Source: an optimization exercise on an open RTL-to-GDS flow (aim: a short achievable clock period and few clock cycles per item). Production flows keep margins and buffers that such runs may drop. In this exercise RTL edits were held to simulation tests only and were not proved equivalent to the original. Power figures rest on the tool's default switching activity, not on a simulated workload.

==> design/flow/config.mk <==
export PLATFORM = sky130hd
export DESIGN_NAME = vft_top
export DESIGN_NICKNAME = vft_top
export VERILOG_FILES = /design/flow/design.v
export SDC_FILE = /design/flow/constraint.sdc
export NUM_CORES = 4
export LEC_CHECK = 0
export CAP_MARGIN = 20
export CORE_MARGIN = 2
export CORE_UTILIZATION = 40
export SLEW_MARGIN = 20
==> design/flow/constraint.sdc <==
create_clock -name core_clock -period 8.0 [get_ports {clk_i}]
set_input_delay 1.6000 -clock core_clock [delete_from_list [all_inputs] [get_ports {clk_i}]]
set_output_delay 1.6000 -clock core_clock [all_outputs]
set_load 0.01 [all_outputs]
==> design/flow/design.v <==
package vft_pkg;
  localparam logic OP_COUNT = 1'b0;
  localparam logic OP_READ  = 1'b1;
  localparam logic [2:0] ST_NEW         = 3'd0;
  localparam logic [2:0] ST_INCREMENTED = 3'd1;
  localparam logic [2:0] ST_FULL        = 3'd2;
  localparam logic [2:0] ST_READ_OK     = 3'd3;
  localparam logic [2:0] ST_UNUSED      = 3'd4;
  localparam logic [31:0] COUNT_MAX = 32'hFFFF_FFFF;
  typedef struct packed {
    logic               operation;
    logic signed [31:0] value;
    logic        [3:0]  index;
  } vft_in_t;
  typedef struct packed {
    logic signed [31:0] entry_value;
    logic        [31:0] entry_count;
    logic        [2:0]  status;
    logic        [4:0]  used_entries;
  } vft_out_t;
  typedef struct packed {
    logic [31:0] value;
    logic [31:0] count;
  } vft_entry_t;
  typedef enum logic [2:0] {
    S_IDLE,
    S_SCAN,
    S_APPEND,
    S_RDWAIT,
    S_DONE
  } vft_state_e;
endpackage
module vft_mem #(
  parameter int ENTRIES = 16,
  parameter int AW      = 4
) (
  input  logic          clk_i,
  input  logic          we_i,
  input  logic [AW-1:0] waddr_i,
  input  vft_pkg::vft_entry_t    wdata_i,
  input  logic [AW-1:0] raddr_i,
  output vft_pkg::vft_entry_t    rdata_o
);
  logic [63:0] mem_q [0:ENTRIES-1];
  vft_pkg::vft_entry_t rdata_q;
  always_ff @(posedge clk_i) begin
    if (we_i) begin
      mem_q[waddr_i] <= wdata_i;
    end
  end
  always_ff @(posedge clk_i) begin
    rdata_q <= mem_q[raddr_i];
  end
  assign rdata_o = rdata_q;
endmodule
module vft_ctrl #(
  parameter int ENTRIES = 16,
  parameter int AW      = 4,
  parameter int FW      = 5
) (
  input  logic          clk_i,
  input  logic          rst_ni,
  input  logic          in_valid_i,
  output logic          in_ready_o,
  input  vft_pkg::vft_in_t       in_data_i,
  output logic          res_valid_o,
  input  logic          res_ready_i,
  output vft_pkg::vft_out_t      res_o,
  output logic          mem_we_o,
  output logic [AW-1:0] mem_waddr_o,
  output vft_pkg::vft_entry_t    mem_wdata_o,
  output logic [AW-1:0] mem_raddr_o,
  input  vft_pkg::vft_entry_t    mem_rdata_i
);
  vft_pkg::vft_state_e state_q, state_d;
  logic [FW-1:0] fill_q, fill_d;
  logic [AW-1:0] ptr_q, ptr_d;
  vft_pkg::vft_in_t item_q;
  vft_pkg::vft_out_t res_q, res_d;
  logic res_ld, item_ld;
  logic        hit_w;
  logic [31:0] cnt_inc_w;
  logic [FW-1:0] ptr_next_w;
  logic        last_w;
  logic        idx_ok_w;
  logic        full_w;
  assign hit_w      = (mem_rdata_i.value == item_q.value);
  assign cnt_inc_w  = (mem_rdata_i.count == vft_pkg::COUNT_MAX) ? mem_rdata_i.count
                                                       : mem_rdata_i.count + 32'd1;
  assign ptr_next_w = FW'(ptr_q) + FW'(1);
  assign last_w     = (ptr_next_w == fill_q);
  assign idx_ok_w   = (32'(in_data_i.index) < 32'(fill_q)) &&
                      (32'(in_data_i.index) < ENTRIES);
  assign full_w     = (32'(fill_q) >= ENTRIES);
  always_comb begin
    state_d = state_q;
    unique case (state_q)
      vft_pkg::S_IDLE: begin
        if (in_valid_i) begin
          if (in_data_i.operation == vft_pkg::OP_READ) begin
            state_d = idx_ok_w ? vft_pkg::S_RDWAIT : vft_pkg::S_DONE;
          end else begin
            state_d = (fill_q == '0) ? vft_pkg::S_APPEND : vft_pkg::S_SCAN;
          end
        end
      end
      vft_pkg::S_SCAN: begin
        if (hit_w) begin
          state_d = vft_pkg::S_DONE;
        end else if (last_w) begin
          state_d = vft_pkg::S_APPEND;
        end
      end
      vft_pkg::S_APPEND: state_d = vft_pkg::S_DONE;
      vft_pkg::S_RDWAIT: state_d = vft_pkg::S_DONE;
      vft_pkg::S_DONE: begin
        if (res_ready_i) begin
          state_d = vft_pkg::S_IDLE;
        end
      end
      default: state_d = vft_pkg::S_IDLE;
    endcase
  end
  always_comb begin
    in_ready_o  = 1'b0;
    res_valid_o = 1'b0;
    mem_we_o    = 1'b0;
    mem_waddr_o = ptr_q;
    mem_wdata_o = {item_q.value, cnt_inc_w};
    mem_raddr_o = '0;
    item_ld     = 1'b0;
    res_ld      = 1'b0;
    res_d       = res_q;
    fill_d      = fill_q;
    ptr_d       = ptr_q;
    unique case (state_q)
      vft_pkg::S_IDLE: begin
        in_ready_o  = 1'b1;
        item_ld     = in_valid_i;
        ptr_d       = '0;
        mem_raddr_o = (in_data_i.operation == vft_pkg::OP_READ) ? AW'(in_data_i.index) : '0;
        if (in_valid_i && in_data_i.operation == vft_pkg::OP_READ && !idx_ok_w) begin
          res_ld = 1'b1;
          res_d  = {32'd0, 32'd0, vft_pkg::ST_UNUSED, 5'(fill_q)};
        end
      end
      vft_pkg::S_SCAN: begin
        mem_raddr_o = AW'(ptr_next_w);
        if (hit_w) begin
          mem_we_o = 1'b1;
          res_ld   = 1'b1;
          res_d    = {mem_rdata_i.value, cnt_inc_w, vft_pkg::ST_INCREMENTED, 5'(fill_q)};
        end else begin
          ptr_d = AW'(ptr_next_w);
        end
      end
      vft_pkg::S_APPEND: begin
        res_ld = 1'b1;
        if (full_w) begin
          res_d = {item_q.value, 32'd0, vft_pkg::ST_FULL, 5'(fill_q)};
        end else begin
          mem_we_o    = 1'b1;
          mem_waddr_o = AW'(fill_q);
          mem_wdata_o = {item_q.value, 32'd1};
          fill_d      = fill_q + FW'(1);
          res_d       = {item_q.value, 32'd1, vft_pkg::ST_NEW, 5'(fill_q + FW'(1))};
        end
      end
      vft_pkg::S_RDWAIT: begin
        res_ld = 1'b1;
        res_d  = {mem_rdata_i.value, mem_rdata_i.count, vft_pkg::ST_READ_OK, 5'(fill_q)};
      end
      vft_pkg::S_DONE: begin
        res_valid_o = 1'b1;
      end
      default: ;
    endcase
  end
  assign res_o = res_q;
  always_ff @(posedge clk_i or negedge rst_ni) begin
    if (!rst_ni) begin
      state_q <= vft_pkg::S_IDLE;
      fill_q  <= '0;
    end else begin
      state_q <= state_d;
      fill_q  <= fill_d;
    end
  end
  always_ff @(posedge clk_i) begin
    ptr_q <= ptr_d;
    if (item_ld) begin
      item_q <= in_data_i;
    end
    if (res_ld) begin
      res_q <= res_d;
    end
  end
endmodule
module value_frequency_table_core #(
  parameter int ENTRIES = 16
) (
  input  logic     clk_i,
  input  logic     rst_ni,
  input  logic     in_valid_i,
  output logic     in_ready_o,
  input  vft_pkg::vft_in_t  in_data_i,
  output logic     out_valid_o,
  input  logic     out_ready_i,
  output vft_pkg::vft_out_t out_data_o
);
  localparam int AW = (ENTRIES > 1) ? $clog2(ENTRIES) : 1;
  localparam int FW = $clog2(ENTRIES + 1);
  logic          mem_we;
  logic [AW-1:0] mem_waddr;
  logic [AW-1:0] mem_raddr;
  vft_pkg::vft_entry_t    mem_wdata;
  vft_pkg::vft_entry_t    mem_rdata;
  logic          res_valid;
  logic          res_ready;
  vft_pkg::vft_out_t      res;
  logic          out_valid_q, out_valid_d;
  vft_pkg::vft_out_t      out_data_q;
  vft_mem #(
    .ENTRIES (ENTRIES),
    .AW      (AW)
  ) u_mem (
    .clk_i   (clk_i),
    .we_i    (mem_we),
    .waddr_i (mem_waddr),
    .wdata_i (mem_wdata),
    .raddr_i (mem_raddr),
    .rdata_o (mem_rdata)
  );
  vft_ctrl #(
    .ENTRIES (ENTRIES),
    .AW      (AW),
    .FW      (FW)
  ) u_ctrl (
    .clk_i       (clk_i),
    .rst_ni      (rst_ni),
    .in_valid_i  (in_valid_i),
    .in_ready_o  (in_ready_o),
    .in_data_i   (in_data_i),
    .res_valid_o (res_valid),
    .res_ready_i (res_ready),
    .res_o       (res),
    .mem_we_o    (mem_we),
    .mem_waddr_o (mem_waddr),
    .mem_wdata_o (mem_wdata),
    .mem_raddr_o (mem_raddr),
    .mem_rdata_i (mem_rdata)
  );
  assign res_ready = !out_valid_q || out_ready_i;
  always_comb begin
    out_valid_d = out_valid_q;
    if (res_valid && res_ready) begin
      out_valid_d = 1'b1;
    end else if (out_ready_i) begin
      out_valid_d = 1'b0;
    end
  end
  always_ff @(posedge clk_i or negedge rst_ni) begin
    if (!rst_ni) begin
      out_valid_q <= 1'b0;
    end else begin
      out_valid_q <= out_valid_d;
    end
  end
  always_ff @(posedge clk_i) begin
    if (res_valid && res_ready) begin
      out_data_q <= res;
    end
  end
  assign out_valid_o = out_valid_q;
  assign out_data_o  = out_data_q;
endmodule
module vft_top (
  input  logic        clk_i,
  input  logic        rst_ni,
  input  logic        in_valid_i,
  output logic        in_ready_o,
  input  logic [36:0] in_data_i,
  output logic        out_valid_o,
  input  logic        out_ready_i,
  output logic [71:0] out_data_o
);
  vft_pkg::vft_in_t  in_word;
  vft_pkg::vft_out_t out_word;
  assign in_word    = in_data_i;
  assign out_data_o = out_word;
  value_frequency_table_core #(
    .ENTRIES (16)
  ) u_core (
    .clk_i       (clk_i),
    .rst_ni      (rst_ni),
    .in_valid_i  (in_valid_i),
    .in_ready_o  (in_ready_o),
    .in_data_i   (in_word),
    .out_valid_o (out_valid_o),
    .out_ready_i (out_ready_i),
    .out_data_o  (out_word)
  );
endmodule
==> design/flow/run.sh <==
#!/bin/bash
# synth_recipe.tcl (not shown) runs the flow's synth.tcl, then flattens the netlist and writes it again
# the make line also repeats each setting of config.mk as NAME=value (left out here)
make -C /OpenROAD-flow-scripts/flow DESIGN_CONFIG=/design/flow/config.mk WORK_HOME=/design/flow/orfs CLKGATE_MAP_FILE= SYNTH_SCRIPT=/design/flow/synth_recipe.tcl finish
==> results.txt <==
-- sequential cells by signal, summed over array words and instances (netlist names) --
signal / flops
u_core.u_ctrl.ptr_q: 4
u_core.u_ctrl.state_q: 3
u_core.out_valid_q: 1
u_core.u_ctrl.res_q: 72
u_core.u_mem.rdata_q: 64
u_core.u_ctrl.item_q: 32
u_core.u_ctrl.fill_q: 5
u_core.u_mem.mem_q: 1024
u_core.out_data_q: 72
-- power by group --
part / total, uW / internal, uW / switching, uW
clock: 6020 / 3510 / 2510
combinational: 6770 / 1890 / 4890
sequential: 9300 / 8770 / 537
total: 22100 / 14200 / 7930
-- final cells by class --
class / count / area, um2
clock buffers: 188 / 3720
clock inverters: 51 / 517
fillers: 10773 / 66300
inverters: 9 / 33.8
multi-input cells: 2304 / 11200
flip-flops and latches: 1277 / 37700
well taps: 1637 / 2050
repair buffers: 183 / 1950
-- per-stage QoR --
| stage | hold WS, ns | area (um2) |
|---|---|---|
| floorplan | 0.400 | 49700 |
| global placement | 0.402 | 52800 |
| finish | 0.402 | 57200 |
| detailed placement | 0.405 | 52800 |
| CTS | 0.403 | 57100 |
| global route | 0.425 | 57200 |
-- final timing paths --
check / startpoint / to / slack (ns) / depth (start not counted)
worst min-delay path: u_core.u_ctrl.res_q[63]$_DFFE_PP_ / u_core.out_data_q[63]$_DFFE_PP_ / 0.40 / 0
max in group asynchronous: rst_ni / u_core.u_ctrl.fill_q[0]$_DFFE_PN0P_ / 6.46 / 1
worst max register to register: u_core.u_ctrl.state_q[0]$_DFFE_PN0P_ / u_core.u_mem.mem_q[10][40]$_DFFE_PP_ / 3.33 / 6
min in group asynchronous: rst_ni / u_core.u_ctrl.fill_q[4]$_DFFE_PN0P_ / 1.19 / 1
worst min register to register: u_core.u_ctrl.res_q[63]$_DFFE_PP_ / u_core.out_data_q[63]$_DFFE_PP_ / 0.40 / 0
worst max-delay path: u_core.u_ctrl.state_q[0]$_DFFE_PN0P_ / u_core.u_mem.mem_q[10][40]$_DFFE_PP_ / 3.33 / 6
-- logic make-up after synthesis --
family | synth area share, %
AND/OR/NAND/NOR | 18.9
flip-flops | 75.8
buffers and inverters | 2.07
XOR/XNOR | 1.75
AO/OA/AOI/OAI | 1.31
adder cells (fa/ha/maj) | 0.176
-- critical path: stages, from the launching register on --
cell and delay [ns]:
dfrtp_1 0.68, nand2b_2 0.61, nor2_1 0.72, nand4_1 0.50, o31a_1 0.53, nor2_4 0.86
buf_12 0.40
-- per-layer routing --
metal / vias to the layer above / wire, um
met5: - / 0
met3: 195 / 9240
met4: 0 / 3000
met1: 15344 / 57700
met2: 1210 / 58200
li1: 13994 / -
-- placed cells by master (no fill, tap or decap), types with 3 or more instances in the layout --
cell type,netlist,layout
edfxtp_1,1204,1204
nand2_1,1074,1073
nand3_1,785,784
clkbuf_16,0,137
clkdlybuf4s50_1,0,114
nand4_1,91,91
nor2_1,91,71
xnor2_1,64,64
dfxtp_1,64,64
buf_4,1,47
clkbuf_1,115,41
xor2_1,35,35
a22o_1,33,32
clkinv_1,2,24
nor3_1,20,20
buf_12,0,20
nor2_4,0,18
o21ai_0,12,12
clkbuf_8,0,10
dfrtp_1,9,9
or3_1,8,8
nor4_1,10,8
bufinv_16,0,8
inv_1,7,7
ha_1,7,7
inv_6,0,7
clkinv_2,0,7
and3_1,6,6
a21oi_1,10,5
a31oi_1,6,5
nor2b_1,4,4
a21oi_2,0,4
clkinv_8,0,4
nand2b_1,4,3
or2_2,3,3
nor4_2,1,3
nor3b_1,3,3
==> results.txt <==
First-pass DRT Iterations: 6
top-level port count: 115
total of warnings raised by yosys: 3
fin crit period: 4.67 ns
arrival time of data at the critical path endpoint: 5.07 ns
Clock transition at path regs: 0.06 ns
DRT antenna net count: 0
met3 usage in global routing: 2.92%
highest clock rate: 214 MHz
GR met1 Demand/Resource: 29.7%
clock latency on the worst-skew pair: 0.75 ns
die area: 127000 um2
clock tree from TritonCTS: built
unrepaired setup endpoints after global routing: false
CORE AREA: 123000 um2
CTS resizes: 0
DP Wirelength: 63.9 mm
vias after detailed routing: 30743
share of the clock period used by the worst path after layout: 58.4%
cell count after placement: 5406
number of antenna violations at the first check in global routing: 3
Total Routed Length: 128 mm
post-synth net total: 3872
maximum fanout encountered on the critical timing path: 40
Design Power: 22100 uW
synth-to-layout area growth: 15.1%
Yosys reg bits: 1277
final weighted congestion in routability-driven placement: 0.770
setup slack after placement: 3.15 ns
minimum setup slack in the final design: 3.33 ns
total overflow reported by the global router: 0
number of global-route vias before repair: 29146
pin count of the biggest net entering global routing: 156
hold-fix buffers at CTS: 0
normalized max-slew margin: 26.8%
share of flip-flops with an asynchronous set or reset after synthesis: 0.705%
endpoint required time on the critical path: 8.40 ns
leakage component of the power: 0.0193 uW
fin cells: 5649
effective utilization at floorplan: 40.2%
final slew viol count: 0
proportion of netlist area held by the largest area contributor: 72.8%
vertical die dimension: 356 um
number of distinct library cells after synthesis: 58
DRC marker count from the first detailed-route iteration: 3851
setup TNS: 0 ns
Post-synth EDFFs: 1204
class of the worst hold path: reg2reg
critical setup path kind: reg2reg
busiest layer in global routing: met2
number of I/O port buffers: 114
Avg Cell Area, Syn: 13.0 um2
Clock H-tree levels: 4
CTS sink count: 1277
leading cell type by number of instances after synthesis: edfxtp_1
area of the mapped netlist: 49700 um2
clk root buf: clkbuf_16
Critical Path Source Type: flip-flop
worst-case clock skew: 0.0309 ns
DR DRC count: 0
fraction of final layout cells sized beyond drive strength 1: 7.35%
Post-layout nets: 3956
capturing element type of the critical path: flip-flop
die extent in x: 356 um
Hold Violations, Final: 0
total of endpoints with negative setup slack in the final report: 0
PwrDens: 386 nW/um2
DR WL/cell: 22.7 um
via count normalized by instance count: 5.44
Maximum Capacitance Violations: 0
maximum vdd drop: 0.453 mV
global-route met2 utilization: 30.5%
largest cells by area after synthesis: edfxtp_1, nand2_1, nand3_1
Slew @ Worst Pin: 1.10 ns
synthesized instance count: 3824
num rows: 129
Setup Fix Bufs, Post-CTS: 0
number of buffers added by the clock tree synthesis step: 133
ant diodes: 0
most frequent cells after synthesis: edfxtp_1, nand2_1, nand3_1
global-route wire length before repair: 190 mm
post-synth top area cell: edfxtp_1
global-route usage over all layers: 20.0%
outcome: no timing/DRC/antenna violations
utilization after layout: 46.3%
most common flop cell mapped by yosys: edfxtp_1
buffer levels on the longest clock path: 3
register area share after synthesis: 75.8%
Testbench counts, summed over its fixed seeds: cycles 113,253, items 12,800.

port drivers added, routing unchanged:
Ports are ideal in the flow. The routed layout listed here was re-timed in OpenROAD.
Step 1 sets driving cells, clkbuf_16 on the clock port and buf_2 on the other inputs (assumed; they add their load-dependent delay and slew).
Step 2 times the ports against the registers' clock, not the clock port: input delays grow and output delays shrink by t, the midpoint of the rising clock arrivals with the driver on.
a / b / c = ideal / step 1 / step 2; a / b = the first two.
shift t [ns]: 0.809
slack for setup (ns): 3.326 / 3.326 / 3.209
worst setup path at the end: input to register
clock arrival spread, ns: 0.032 / 0.032
pins driven straight from the clock port: 1
After both steps this run still meets setup and hold. For this run, drivers alone change the setup slack by 0.000 ns; drivers and shift together by -0.117 ns.
